This design comes from an exercise in tuning for small area, a short achievable clock period and few clock cycles per item on the open sky130 flow, not from production work.
Where RTL was checked, it was by simulation tests only, not by an equivalence proof against the original.

old:
Design fc_top, start of the top module:
module fc_top (
  input  logic        clk,
  input  logic        rst_n,
  input  logic        act_valid,
  input  logic [15:0] act_data,
  output logic        act_ready,
  input  logic        weight_valid,
  input  logic [23:0] weight_data,
  output logic        weight_ready,
  output logic        result_valid,
  output logic [48:0] result,
  input  logic        result_ready
);
  logic [15:0] ring [8];        
  logic [2:0]  tk;              
  logic [2:0]  a_idx;           
  logic        a_ahead;         
  logic        wr;
  logic        idle;
  logic [2:0]  m_idx;           
  logic        m_ph;            
  logic        wx;              
  logic        w_last;
  logic [23:0] w_r;
  logic        s1_first, s1_last, s1_ph;
  logic        s1_first_n;      
  logic        s1_v, s1_z;      
  logic        s2_last, s2_ph;
  logic        pend;            
  logic        pend_g;
  logic        res_load;
  assign idle = !a_ahead && (a_idx == 3'd0) && !m_ph && (m_idx == 3'd0);
  ...
==> flow/config.mk <==
export PLATFORM = sky130hd
export DESIGN_NAME = fc_top
export DESIGN_NICKNAME = fc_top
export VERILOG_FILES = /design/flow/design.v
export SDC_FILE = /design/flow/constraint.sdc
export NUM_CORES = 4
export LEC_CHECK = 0
export ABC_CLOCK_PERIOD_IN_PS = 2600
export CAP_MARGIN = 20
export CORE_MARGIN = 2
export CORE_UTILIZATION = 40
export CTS_BUF_LIST = sky130_fd_sc_hd__clkbuf_8 sky130_fd_sc_hd__clkbuf_16
export CTS_CLUSTER_DIAMETER = 80
export CTS_CLUSTER_SIZE = 24
export PLACE_DENSITY = 0.6
export SETUP_SLACK_MARGIN = 3.55
export SLEW_MARGIN = 20
==> flow/constraint.sdc <==
create_clock -name core_clock -period 6.0 [get_ports {clk}]
set_input_delay 1.2000 -clock core_clock [delete_from_list [all_inputs] [get_ports {clk}]]
set_output_delay 1.2000 -clock core_clock [all_outputs]
set_load 0.01 [all_outputs]
standard.sh (not shown) runs the stock make flow with config.mk's settings and CLKGATE_MAP_FILE= SYNTH_SCRIPT=/design/flow/synth_recipe.tcl, a recipe that flattens the netlist after the stock synthesis.
==> flow/flow/run.sh <==
#!/bin/bash
# The standard layout (the standard.sh, unchanged synthesis and steps), with
# one change: the port buffers that placement inserts are plain buf_2 cells
# rather than the delay-cell buffers the resizer picks by default, which later
# repair (restricted to the same cell footprint) cannot resize.
set -euo pipefail
bash standard.sh "BUFFER_PORTS_ARGS=-buffer_cell sky130_fd_sc_hd__buf_2" finish > standard.log 2>&1
[inputs] new vs old
--- a/flow/design.v
+++ b/flow/design.v
@@ -182,16 +182,23 @@
   wire [18:0] sa = {s36, s34, s32, s30, s28, s26, s24, s22, s20, s18, s16, s14, s12, s10, s8, s6, s4, s2, s1};
   wire [18:0] sb = {s37, s35, s33, s31, s29, s27, s25, s23, s21, s19, s17, s15, s13, s11, s9, s7, s5, s3, row_b[0]};
   assign {cout[0], sum[6:0]} = 8'(sa[6:0]) + 8'(sb[6:0]);
   wire [7:0] g1 = {1'b0, sa[12:7], cin[0]} + {1'b0, sb[12:7], cin[0]};
   assign {cout[1], sum[12:7]} = g1[7:1];
   wire [7:0] g2 = {1'b0, sa[18:13], cin[1]} + {1'b0, sb[18:13], cin[1]};
   assign sum[18:13] = g2[6:1];
 endmodule
+module fc_acc_value (
+  input  logic [18:0] acc,
+  input  logic [1:0]  cq,
+  output logic [18:0] v
+);
+  assign v = acc + ((19'(cq[0]) << 7) | (19'(cq[1]) << 13));
+endmodule
 `default_nettype wire
 `timescale 1ns/1ps
 `default_nettype none
 module fc_top (
   input  logic        clk,
   input  logic        rst_n,
   input  logic        act_valid,
   input  logic [15:0] act_data,
@@ -414,53 +421,40 @@
         assign clr_l = clr_q;
       end
       else
       begin : g_c5
         always_ff @(posedge clk) clr_q <= !(s1_v && s1_z);
         assign clr_l = !clr_q;
       end
       logic [NCUT-1:0] cq, cout;
+      logic [18:0]     accv;
       fc_acc_add u_add (
         .acc   (clr_l ? 19'd0 : acc),
         .cin   (clr_l ? NCUT'(0) : cq),
         .row_a (p_a),
         .row_b (p_b),
         .sum   (sum),
         .cout  (cout)
       );
-      logic [3:0] v_mid;           
-      logic       c11;
-      logic [7:0] h;
-      logic       h_m4, h_m1, h_m5;  
-      logic       v_neg, v_zero;   
-      logic [6:0] q;
-      assign {c11, v_mid} = {1'b0, acc[10:7]} + cq[0];
-      assign h    = acc[18:11];
-      assign h_m4 = &h[7:2];
-      assign h_m1 = h_m4 && h[1] && h[0];
-      assign h_m5 = (h == 8'b1111_1011);
-      always_comb
-      begin
-        case ({cq[1], c11})
-          2'b00:   begin v_neg = h[7];                    v_zero = (h == 8'd0);          end
-          2'b01:   begin v_neg = h[7] && !h_m1;           v_zero = h_m1;                 end
-          2'b10:   begin v_neg = h[7] && !h_m4;           v_zero = (h == 8'b1111_1100);  end
-          default: begin v_neg = h[7] && !(h_m4 || h_m5); v_zero = h_m5;                 end
-        endcase
-        q = v_neg ? 7'd0 : !v_zero ? 7'd127 : {v_mid, acc[6:4]};
-      end
+      fc_acc_value u_val (
+        .acc (acc),
+        .cq  (cq),
+        .v   (accv)
+      );
       always_ff @(posedge clk)
       begin
         p_a <= row_a;
         p_b <= row_b;
         acc <= sum;
         cq  <= cout;
         if (res_load)
-          res_q[7*(3*b+j) +: 7] <= q;
+          res_q[7*(3*b+j) +: 7] <= accv[18] ? 7'd0
+                                 : (|accv[17:11]) ? 7'd127
+                                 : accv[10:4];
       end
     end
   end
   always_ff @(posedge clk)
   begin
     if (res_load)
       res_g <= pend_g;
   end
## What came out
- new ended with every stage complete and zero timing, DRC or antenna violations.
- The initial antenna violation count reported for new is smaller than that of old by 3.
- Relative to old, the clock buffer count in the final layout measured on new has decreased by a few percent.
- Of the two candidates, old has the worse post-placement worst setup slack and new the better one.
- Setup slack in new is larger than in old.
- Between old and new, global-route wire length before repair decreased.
- The core of new is less densely filled than that of old.
- The final area of new falls short of that of old by 1500 µm².
Testbench counts of new, summed over its fixed seeds: cycles 5,160, vectors 320.
The RTL of old was laid out without a check of its function.

========
## 01-14
fc_top, a different RTL version from the one above (not shown whole).
Size: roughly 2400 cells after synthesis, about 97 I/O pins, about 27000 sq um of cells after synthesis.
==> module fc_mul_rows, before the edit <==
module fc_mul_rows (
  input  logic [7:0]  a,
  input  logic [3:0]  one,
  input  logic [3:0]  two,
  input  logic [7:0]  w,
  output logic [15:0] row_a,
  output logic [15:0] row_b
);
  wire r0_0 = ((one[0] & w[0])) ^ a[1];
  wire r0_1 = ((one[0] & w[1]) | (two[0] & w[0])) ^ a[1];
  wire r0_2 = ((one[0] & w[2]) | (two[0] & w[1])) ^ a[1];
  wire r0_3 = ((one[0] & w[3]) | (two[0] & w[2])) ^ a[1];
  wire r0_4 = ((one[0] & w[4]) | (two[0] & w[3])) ^ a[1];
  wire r0_5 = ((one[0] & w[5]) | (two[0] & w[4])) ^ a[1];
  wire r0_6 = ((one[0] & w[6]) | (two[0] & w[5])) ^ a[1];
  wire r0_7 = ((one[0] & w[7]) | (two[0] & w[6])) ^ a[1];
  wire r0_8 = ((one[0] & w[7]) | (two[0] & w[7])) ^ a[1];
  wire rn0 = ~r0_8;
  wire r1_0 = ((one[1] & w[0])) ^ a[3];
  wire r1_1 = ((one[1] & w[1]) | (two[1] & w[0])) ^ a[3];
  wire r1_2 = ((one[1] & w[2]) | (two[1] & w[1])) ^ a[3];
  wire r1_3 = ((one[1] & w[3]) | (two[1] & w[2])) ^ a[3];
  wire r1_4 = ((one[1] & w[4]) | (two[1] & w[3])) ^ a[3];
  wire r1_5 = ((one[1] & w[5]) | (two[1] & w[4])) ^ a[3];
  wire r1_6 = ((one[1] & w[6]) | (two[1] & w[5])) ^ a[3];
  wire r1_7 = ((one[1] & w[7]) | (two[1] & w[6])) ^ a[3];
  wire r1_8 = ((one[1] & w[7]) | (two[1] & w[7])) ^ a[3];
  wire rn1 = ~r1_8;
  wire r2_0 = ((one[2] & w[0])) ^ a[5];
  wire r2_1 = ((one[2] & w[1]) | (two[2] & w[0])) ^ a[5];
  wire r2_2 = ((one[2] & w[2]) | (two[2] & w[1])) ^ a[5];
  wire r2_3 = ((one[2] & w[3]) | (two[2] & w[2])) ^ a[5];
  wire r2_4 = ((one[2] & w[4]) | (two[2] & w[3])) ^ a[5];
  wire r2_5 = ((one[2] & w[5]) | (two[2] & w[4])) ^ a[5];
  wire r2_6 = ((one[2] & w[6]) | (two[2] & w[5])) ^ a[5];
  wire r2_7 = ((one[2] & w[7]) | (two[2] & w[6])) ^ a[5];
  wire r2_8 = ((one[2] & w[7]) | (two[2] & w[7])) ^ a[5];
  wire rn2 = ~r2_8;
  wire r3_0 = ((one[3] & w[0])) ^ a[7];
  wire r3_1 = ((one[3] & w[1]) | (two[3] & w[0])) ^ a[7];
  wire r3_2 = ((one[3] & w[2]) | (two[3] & w[1])) ^ a[7];
  wire r3_3 = ((one[3] & w[3]) | (two[3] & w[2])) ^ a[7];
  wire r3_4 = ((one[3] & w[4]) | (two[3] & w[3])) ^ a[7];
  wire r3_5 = ((one[3] & w[5]) | (two[3] & w[4])) ^ a[7];
  wire r3_6 = ((one[3] & w[6]) | (two[3] & w[5])) ^ a[7];
  wire r3_7 = ((one[3] & w[7]) | (two[3] & w[6])) ^ a[7];
  wire r3_8 = ((one[3] & w[7]) | (two[3] & w[7])) ^ a[7];
  wire rn3 = ~r3_8;
  wire m1, m2;
  assign {m2, m1} = r0_6 + r1_4;
  wire m3, m4;
  assign {m4, m3} = r0_7 + r1_5;
  wire m5, m6;
  assign {m6, m5} = r0_8 + r1_6;
  wire m7, m8;
  assign {m8, m7} = r0_8 + r1_7;
  wire m9, m10;
  assign {m10, m9} = rn0 + rn1;
  wire m11, m12;
  assign {m12, m11} = r0_4 + r1_2;
  wire m13, m14;
  assign {m14, m13} = r0_5 + r1_3;
  wire m15, m16;
  assign {m16, m15} = m1 + r2_2 + r3_0;
  wire m17, m18;
  assign {m18, m17} = m2 + m3 + r2_3;
  wire m19, m20;
  assign {m20, m19} = m4 + m5 + r2_4;
  wire m21, m22;
  assign {m22, m21} = m6 + m7 + r2_5;
  wire m23, m24;
  assign {m24, m23} = m8 + m9 + r2_6;
  wire m25, m26;
  assign {m26, m25} = m10 + r2_7 + r3_5;
  wire m27, m28;
  assign {m28, m27} = r0_2 + r1_0;
  wire m29, m30;
  assign {m30, m29} = r0_3 + r1_1;
  wire m31, m32;
  assign {m32, m31} = m11 + r2_0 + a[5];
  wire m33, m34;
  assign {m34, m33} = m12 + m13 + r2_1;
  wire m35, m36;
  assign {m36, m35} = m14 + m15 + a[7];
  wire m37, m38;
  assign {m38, m37} = m16 + m17 + r3_1;
  wire m39, m40;
  assign {m40, m39} = m18 + m19 + r3_2;
  wire m41, m42;
  assign {m42, m41} = m20 + m21 + r3_3;
  wire m43, m44;
  assign {m44, m43} = m22 + m23 + r3_4;
  wire m45, m46;
  assign {m46, m45} = m24 + m25 + 1'b1;
  wire m47, m48;
  assign {m48, m47} = m26 + rn2 + r3_6;
  wire m49, m50;
  assign {m50, m49} = r3_7 + 1'b1;
  assign row_a = {1'b0, m50, m48, m46, m44, m42, m40, m38, m36, m34, m32, m30, m28, m27, r0_1, r0_0};
  assign row_b = {1'b0, rn3, m49, m47, m45, m43, m41, m39, m37, m35, m33, m31, m29, a[3], 1'b0, a[1]};
endmodule
Settings: LEC_CHECK=0, ABC_CLOCK_PERIOD_IN_PS=2600, CAP_MARGIN=20, CORE_MARGIN=2, CORE_UTILIZATION=40, CTS_BUF_LIST=sky130_fd_sc_hd__clkbuf_4 sky130_fd_sc_hd__clkbuf_8, CTS_CLUSTER_SIZE=25, PLACE_DENSITY=0.6, SETUP_SLACK_MARGIN=3.4, SLEW_MARGIN=20; clock period 6.0 ns.
run.sh (not shown) runs the stock make flow with config.mk's settings and CLKGATE_MAP_FILE= SYNTH_SCRIPT=/design/flow/synth_recipe.tcl, a recipe that flattens the netlist after the stock synthesis.
Stock flow here: none of the scripts above is used.
Testbench counts of 01-14, summed over its fixed seeds: cycles 5,160, vectors 320.
Input-level comparison between 09-26 and 01-14:
diff --git a/flow/design.v b/flow/design.v
--- a/flow/design.v
+++ b/flow/design.v
@@ -70,57 +70,55 @@
   wire m1, m2;
   assign {m2, m1} = r0_6 + r1_4;
   wire m3, m4;
   assign {m4, m3} = r0_7 + r1_5;
   wire m5, m6;
-  assign {m6, m5} = r0_8 + r1_6;
+  assign {m6, m5} = rn0 + r1_6 + r2_4;
   wire m7, m8;
-  assign {m8, m7} = r0_8 + r1_7;
+  assign {m8, m7} = r1_7 + r2_5;
   wire m9, m10;
-  assign {m10, m9} = rn0 + rn1;
+  assign {m10, m9} = r0_4 + r1_2;
   wire m11, m12;
-  assign {m12, m11} = r0_4 + r1_2;
+  assign {m12, m11} = r0_5 + r1_3;
   wire m13, m14;
-  assign {m14, m13} = r0_5 + r1_3;
+  assign {m14, m13} = m1 + r2_2 + r3_0;
   wire m15, m16;
-  assign {m16, m15} = m1 + r2_2 + r3_0;
+  assign {m16, m15} = m2 + m3 + r2_3;
   wire m17, m18;
-  assign {m18, m17} = m2 + m3 + r2_3;
+  assign {m18, m17} = m4 + m5 + r3_2;
   wire m19, m20;
-  assign {m20, m19} = m4 + m5 + r2_4;
+  assign {m20, m19} = m6 + m7 + r3_3;
   wire m21, m22;
-  assign {m22, m21} = m6 + m7 + r2_5;
+  assign {m22, m21} = m8 + rn1 + r2_6;
   wire m23, m24;
-  assign {m24, m23} = m8 + m9 + r2_6;
+  assign {m24, m23} = r2_7 + r3_5;
   wire m25, m26;
-  assign {m26, m25} = m10 + r2_7 + r3_5;
+  assign {m26, m25} = r0_2 + r1_0;
   wire m27, m28;
-  assign {m28, m27} = r0_2 + r1_0;
+  assign {m28, m27} = r0_3 + r1_1;
   wire m29, m30;
-  assign {m30, m29} = r0_3 + r1_1;
+  assign {m30, m29} = m9 + r2_0 + a[5];
   wire m31, m32;
-  assign {m32, m31} = m11 + r2_0 + a[5];
+  assign {m32, m31} = m10 + m11 + r2_1;
   wire m33, m34;
-  assign {m34, m33} = m12 + m13 + r2_1;
+  assign {m34, m33} = m12 + m13 + a[7];
   wire m35, m36;
-  assign {m36, m35} = m14 + m15 + a[7];
+  assign {m36, m35} = m14 + m15 + r3_1;
   wire m37, m38;
-  assign {m38, m37} = m16 + m17 + r3_1;
+  assign {m38, m37} = m16 + m17 + 1'b1;
   wire m39, m40;
-  assign {m40, m39} = m18 + m19 + r3_2;
+  assign {m40, m39} = m18 + m19 + 1'b1;
   wire m41, m42;
-  assign {m42, m41} = m20 + m21 + r3_3;
+  assign {m42, m41} = m20 + m21 + r3_4;
   wire m43, m44;
-  assign {m44, m43} = m22 + m23 + r3_4;
+  assign {m44, m43} = m22 + m23 + 1'b1;
   wire m45, m46;
-  assign {m46, m45} = m24 + m25 + 1'b1;
+  assign {m46, m45} = m24 + rn2 + r3_6;
   wire m47, m48;
-  assign {m48, m47} = m26 + rn2 + r3_6;
-  wire m49, m50;
-  assign {m50, m49} = r3_7 + 1'b1;
-  assign row_a = {1'b0, m50, m48, m46, m44, m42, m40, m38, m36, m34, m32, m30, m28, m27, r0_1, r0_0};
-  assign row_b = {1'b0, rn3, m49, m47, m45, m43, m41, m39, m37, m35, m33, m31, m29, a[3], 1'b0, a[1]};
+  assign {m48, m47} = r3_7 + 1'b1;
+  assign row_a = {1'b0, m48, m46, m44, m42, m40, m38, m36, m34, m32, m30, m28, m26, m25, r0_1, r0_0};
+  assign row_b = {1'b0, rn3, m47, m45, m43, m41, m39, m37, m35, m33, m31, m29, m27, a[3], 1'b0, a[1]};
 endmodule
 module fc_booth_enc (
   input  logic [7:0] a,
   output logic [3:0] one,
   output logic [3:0] two
### Flow results
- Between 01-14 and 09-26, the number of ordinary and repair buffers in the finished layout is lower for 09-26.
- 09-26 vs 01-14 — number of inverters outside the clock class in the layout climbed by more than a quarter
- 09-26 ended up with g_img[0].g_lane[1].acc[17]$_DFF_P_ as its critical path capture point; 01-14 ended up with g_img[1].g_lane[0].cq[1]$_DFF_P_.
- Average detailed-routed wire length per instance: 09-26 < 01-14
- 09-26 ended with more area enclosed by the die boundary than 01-14.
- Higher synthesized-area fraction occupied by adder cells among 01-14 and 09-26: 01-14
- Changes observed in 09-26 relative to 01-14: aggregate routed wire length lower.
- 09-26 and 01-14 ended up with roughly the same maximum single-stage delay on the critical path.
- The number of global-route vias before repair in 09-26 sits 1.1% above the value recorded for 01-14.
- For the final-layout fill cell count, 09-26 came in about 2.4% higher than 01-14 did.
- Comparing 01-14 with 09-26, the final worst hold slack came out essentially unchanged.
- In 09-26, the clock-buffer cell count came out 3.0% above the value in 01-14.
Testbench counts of 09-26, summed over its fixed seeds: cycles 5,160, vectors 320.

-- port drivers added, routing unchanged --
Ports are ideal in the flow. The routed layouts listed here were re-timed in OpenROAD.
Step 1 (the two cells are an assumption about what drives the block):
set clk [get_ports {clk}]
set_driving_cell -lib_cell sky130_fd_sc_hd__clkbuf_16 $clk
set_driving_cell -lib_cell sky130_fd_sc_hd__buf_2 [delete_from_list [all_inputs] $clk]
Step 2 also shifts input and output timing later by t, the mid clock arrival at the registers, as if the neighbouring blocks saw the same clock.
a / b / c = ideal ports / drivers / drivers and shift; a / b = the first two.
run | shift t [ns] | setup slack, ns | hold WS [ns] | worst setup path at the end | latest minus earliest clock arrival (ns)
old | 0.641 | 3.545 / 3.545 / 3.102 | 0.311 / 0.311 / 0.311 | input to register | 0.033 / 0.033
new | 0.634 | 3.605 / 3.555 / 3.089 | 0.314 / 0.314 / 0.314 | input to register | 0.042 / 0.042
01-14 | 0.736 | 3.411 / 3.408 / 2.806 | 0.317 / 0.317 / 0.317 | input to register | 0.046 / 0.046
09-26 | 0.708 | 3.342 / 3.342 / 2.839 | 0.317 / 0.317 / 0.317 | input to register | 0.039 / 0.039
After both steps setup and hold are still met in every run listed. For 01-14, which loses most, drivers alone change the setup slack by -0.003 ns; drivers and shift together by -0.605 ns.
